Background: an optimization exercise with open tools, aiming at a short achievable clock period and few clock cycles. Do not read the settings as production practice.
Function was checked by simulation only, so behaviour that the tests miss may differ from the original.
Power is estimated from default activity; no workload was simulated.

violet:
==> module multiPortSdramCtrl, before the edit <==
module multiPortSdramCtrl
(
	input  logic         CLK,
	input  logic         RESET_N,
	input  logic [33:0]  wrBeat,
	input  logic [103:0] wrCfg,
	input  logic [1:0]   wrClear,
	output logic [1:0]   wrReady,
	input  logic [103:0] rdCfg,
	input  logic [1:0]   rdClear,
	input  logic [1:0]   rdPop,
	output logic [33:0]  rdBeat,
	output logic [31:0]  memCmd,
	output logic [16:0]  memWrBeat,
	input  logic [16:0]  memRdBeat
);
	logic [103:0] wrCfgReg;	 
	logic [103:0] rdCfgReg;	 
	logic [15:0]  wrLenReg;
	logic [15:0]  rdLenReg;
	logic [1:0]   wrClearReg;
	logic [1:0]   rdClearReg;
	logic [3:0]   req;
	logic [87:0]  addr;
	logic [31:0]  len;
	logic [31:0]  wrMemData;
	logic [1:0]   emit;
	logic [1:0]   rdPush;
	logic         startSel;	 
	logic         startValid;
	logic [29:0]  startCmd;
	logic         issue;
	logic [1:0]   cmdStream;
	logic         nxtValid;
	logic [1:0]   nxtStream;
	logic [29:0]  nxtCmd;
	logic [3:0]   issued;
	always_ff @(posedge CLK)
	begin
		wrLenReg <= {wrCfg[59:52], wrCfg[7:0]};
		rdLenReg <= {rdCfg[59:52], rdCfg[7:0]};
	end
	assign wrCfgReg = {wrCfg[103:60], wrLenReg[15:8], wrCfg[51:8], wrLenReg[7:0]};
	assign rdCfgReg = {rdCfg[103:60], rdLenReg[15:8], rdCfg[51:8], rdLenReg[7:0]};
	always_ff @(posedge CLK or negedge RESET_N)
	begin
		if (!RESET_N)
		begin
			wrClearReg <= '0;
			rdClearReg <= '0;
		end
		else
		begin
			wrClearReg <= wrClear;
			rdClearReg <= rdClear;
		end
	end
	assign startSel   = rdClear[0];
	assign startValid = rdClear[0] && (rdCfg[7:0] != '0);
	assign startCmd   = {rdCfg[51:30], rdCfg[7:0]};
	always_comb
	begin
		for (int i = 0; i < 2; i++)
		begin
			len[8*i +: 8]     = wrCfgReg[52*i +: 8];
			len[8*(i+2) +: 8] = rdCfgReg[52*i +: 8];
		end
	end
	for (genvar i = 0; i < 2; i++)
	begin : genWrite
		writeChannel i_wrChannel
		(
			.CLK      (CLK),
			.RESET_N  (RESET_N),
			.cfg      (wrCfgReg[52*i +: 52]),
			.clear    (wrClearReg[i]),
			.userBeat (wrBeat[17*i +: 17]),
			.ready    (wrReady[i]),
			.emit     (emit[i]),
			.memData  (wrMemData[16*i +: 16]),
			.issued   (issued[i]),
			.burstReq (req[i]),
			.addr     (addr[22*i +: 22])
		);
	end
	for (genvar i = 0; i < 2; i++)
	begin : genRead
		readChannel i_rdChannel
		(
			.CLK      (CLK),
			.RESET_N  (RESET_N),
			.cfg      (rdCfgReg[52*i +: 52]),
			.clear    (rdClearReg[i]),
			.push     (rdPush[i]),
			.pushData (memRdBeat[15:0]),
			.pop      (rdPop[i]),
			.userBeat (rdBeat[17*i +: 17]),
			.issued   (issued[i+2]),
			.burstReq (req[i+2]),
			.addr     (addr[22*(i+2) +: 22])
		);
	end
	burstArbiter i_arbiter
	(
		.CLK       (CLK),
		.RESET_N   (RESET_N),
		.req       (req),
		.addr      (addr),
		.len       (len),
		.issue     (issue),
		.cmdValid  (|issued),
		.cmdStream (cmdStream),
		.nxtValid  (nxtValid),
		.nxtStream (nxtStream),
		.nxtCmd    (nxtCmd)
	);
	burstSequencer i_sequencer
	(
		.CLK       (CLK),
		.RESET_N   (RESET_N),
		.nxtValid  (nxtValid),
		.nxtStream (nxtStream),
		.nxtCmd    (nxtCmd),
		.startSel  (startSel),
		.startValid(startValid),
		.startCmd  (startCmd),
		.issue     (issue),
		.memCmd    (memCmd),
		.cmdStream (cmdStream),
		.issued    (issued),
		.wrData    (wrMemData),
		.emit      (emit),
		.memWrBeat (memWrBeat),
		.memRdBeat (memRdBeat),
		.rdPush    (rdPush)
	);
endmodule
==> flow/config.mk <==
export PLATFORM = sky130hd
export DESIGN_NAME = multiPortSdramCtrl
export DESIGN_NICKNAME = multiPortSdramCtrl
export VERILOG_FILES = /design/flow/design.v
export SDC_FILE = /design/flow/constraint.sdc
export NUM_CORES = 4
export LEC_CHECK = 0
export CAP_MARGIN = 20
export CORE_MARGIN = 2
export CORE_UTILIZATION = 70
export CTS_CLUSTER_DIAMETER = 80
export CTS_CLUSTER_SIZE = 30
export PLACE_DENSITY = 0.8
export SLEW_MARGIN = 20
==> flow/constraint.sdc <==
create_clock -name core_clock -period 10.0 [get_ports {CLK}]
set_input_delay 2.0000 -clock core_clock [delete_from_list [all_inputs] [get_ports {CLK}]]
set_output_delay 2.0000 -clock core_clock [all_outputs]
set_load 0.01 [all_outputs]
standard.sh (not shown) runs the stock make flow with config.mk's settings and CLKGATE_MAP_FILE= SYNTH_SCRIPT=/design/flow/synth_recipe.tcl, a recipe that flattens the netlist after the stock synthesis.
==> flow/flow/run.sh <==
#!/bin/bash
set -euo pipefail
cd "$(dirname "$0")/.."
MARGIN=SETUP_SLACK_MARGIN=6.9
SIZING=MATCH_CELL_FOOTPRINT=0
CTS="CTS_ARGS=-sink_clustering_enable -repair_clock_nets -sink_clustering_size 30 -sink_clustering_max_diameter 80 -apply_ndr full"
bash standard.sh "$MARGIN" "$SIZING" synth floorplan place > flow_place.log 2>&1
RESULTS=$PWD/orfs/results/sky130hd/multiPortSdramCtrl/base openroad -no_init -exit flow/move_outputs.tcl > flow_move_outputs.log 2>&1
bash standard.sh "$MARGIN" "$SIZING" "$CTS" finish > flow_finish.log 2>&1
==> flow/flow/move_outputs.tcl <==
# Pull each output port's driving chain (output buffer, any inverter or
# buffer before it, and the flip-flop that starts it) next to the port, so
# the register-to-output paths do not cross the die. Then legalize.
set results $::env(RESULTS)
read_db $results/3_place.odb
set block [ord::get_db_block]
set core [$block getCoreArea]
set cx0 [$core xMin]; set cy0 [$core yMin]; set cx1 [$core xMax]; set cy1 [$core yMax]
set margin 4000

proc driver_inst {net} {
  foreach it [$net getITerms] {
    if {[$it isOutputSignal]} { return [$it getInst] }
  }
  return ""
}

set moved 0
foreach bterm [$block getBTerms] {
  if {[$bterm getIoType] ne "OUTPUT"} { continue }
  set net [$bterm getNet]
  if {$net eq "NULL" || $net eq ""} { continue }
  set bb [$bterm getBBox]
  set px [expr {([$bb xMin] + [$bb xMax]) / 2}]
  set py [expr {([$bb yMin] + [$bb yMax]) / 2}]
  # Point just inside the core, toward the pin
  set tx [expr {min(max($px, $cx0 + $margin), $cx1 - $margin)}]
  set ty [expr {min(max($py, $cy0 + $margin), $cy1 - $margin)}]
  set inst [driver_inst $net]
  set chain {}
  while {$inst ne ""} {
    lappend chain $inst
    set mname [[$inst getMaster] getName]
    if {[string match "*df*" $mname]} { break }
    if {[llength $chain] > 4} { break }
    # Single-input cell: follow its input
    set ins {}
    foreach it [$inst getITerms] {
      if {[$it isInputSignal] && [$it getNet] ne "NULL"} { lappend ins $it }
    }
    if {[llength $ins] != 1} { break }
    set inst [driver_inst [[lindex $ins 0] getNet]]
  }
  foreach inst $chain {
    if {[$inst isFixed]} { continue }
    set w [[$inst getMaster] getWidth]
    $inst setLocation [expr {$tx - $w / 2}] $ty
    $inst setPlacementStatus PLACED
    incr moved
  }
}
puts "moved $moved instances"
detailed_placement
check_placement -verbose
write_db $results/3_place.odb
Testbench counts of violet, summed over its fixed seeds: cycles 22,296.
The inputs of juniper differ from those of violet as listed below.
--- a/flow/design.v
+++ b/flow/design.v
@@ -470,15 +470,13 @@
 	output logic [33:0]  rdBeat,
 	output logic [31:0]  memCmd,
 	output logic [16:0]  memWrBeat,
 	input  logic [16:0]  memRdBeat
 );
 	logic [103:0] wrCfgReg;	 
-	logic [103:0] rdCfgReg;	 
-	logic [15:0]  wrLenReg;
-	logic [15:0]  rdLenReg;
+	logic [103:0] rdCfgReg;
 	logic [1:0]   wrClearReg;
 	logic [1:0]   rdClearReg;
 	logic [3:0]   req;
 	logic [87:0]  addr;
 	logic [31:0]  len;
 	logic [31:0]  wrMemData;
@@ -492,17 +490,15 @@
 	logic         nxtValid;
 	logic [1:0]   nxtStream;
 	logic [29:0]  nxtCmd;
 	logic [3:0]   issued;
 	always_ff @(posedge CLK)
 	begin
-		wrLenReg <= {wrCfg[59:52], wrCfg[7:0]};
-		rdLenReg <= {rdCfg[59:52], rdCfg[7:0]};
+		wrCfgReg <= wrCfg;
+		rdCfgReg <= rdCfg;
 	end
-	assign wrCfgReg = {wrCfg[103:60], wrLenReg[15:8], wrCfg[51:8], wrLenReg[7:0]};
-	assign rdCfgReg = {rdCfg[103:60], rdLenReg[15:8], rdCfg[51:8], rdLenReg[7:0]};
 	always_ff @(posedge CLK or negedge RESET_N)
 	begin
 		if (!RESET_N)
 		begin
 			wrClearReg <= '0;
 			rdClearReg <= '0;
## What came out
- Timing, DRC, antenna: 0 failures across violet and juniper
- Looking at total of clock buffers placed in the layout, juniper sits 12 higher than violet does.
- Compared with violet, juniper degrades detailed router's first-iteration violation count.
- Die height of juniper exceeds that of violet slightly.
- Going from violet to juniper, part of the power in combinational logic lower, count of nets after finishing higher, worst setup slack higher, global router's overall resource usage lower, detailed-route wire length higher.
- Comparing pin count of the biggest net entering global routing for violet and juniper, the smaller number came from juniper.
- Layout overhead on the synthesized area: violet and juniper compared, lower one is violet
- For the multi-input combinational area share, juniper came in 1.0 points lower than violet did.
- Sequential cell count, violet and juniper: larger value in juniper
Testbench counts of juniper, summed over its fixed seeds: cycles 22,296.

==> static timing again, ports no longer ideal <==
No port has a modelled driver above. Below, the same layouts with a new extraction and two added sets of constraints. Step 1, drivers: a clkbuf_16 drives CLK and a buf_2 each remaining input, both assumed. Step 2 times the ports against the registers' clock, not the clock port: input delays grow and output delays shrink by t, the midpoint of the rising clock arrivals with the driver on. a / b / c = no drivers / after step 1 / after step 2; a / b = the first two.
| run | shift t [ns] | slack for setup (ns) | worst slew at a driven data input, ns |
|---|---|---|---|
| violet | 0.962 | 6.487 / 6.385 / 6.001 | 0.23 |
| juniper | 0.967 | 6.575 / 6.471 / 6.058 | 0.17 |
After both steps every run listed still meets setup and hold. The setup slack of juniper, which loses most, moves by -0.104 ns with the drivers and by -0.517 ns with both steps.
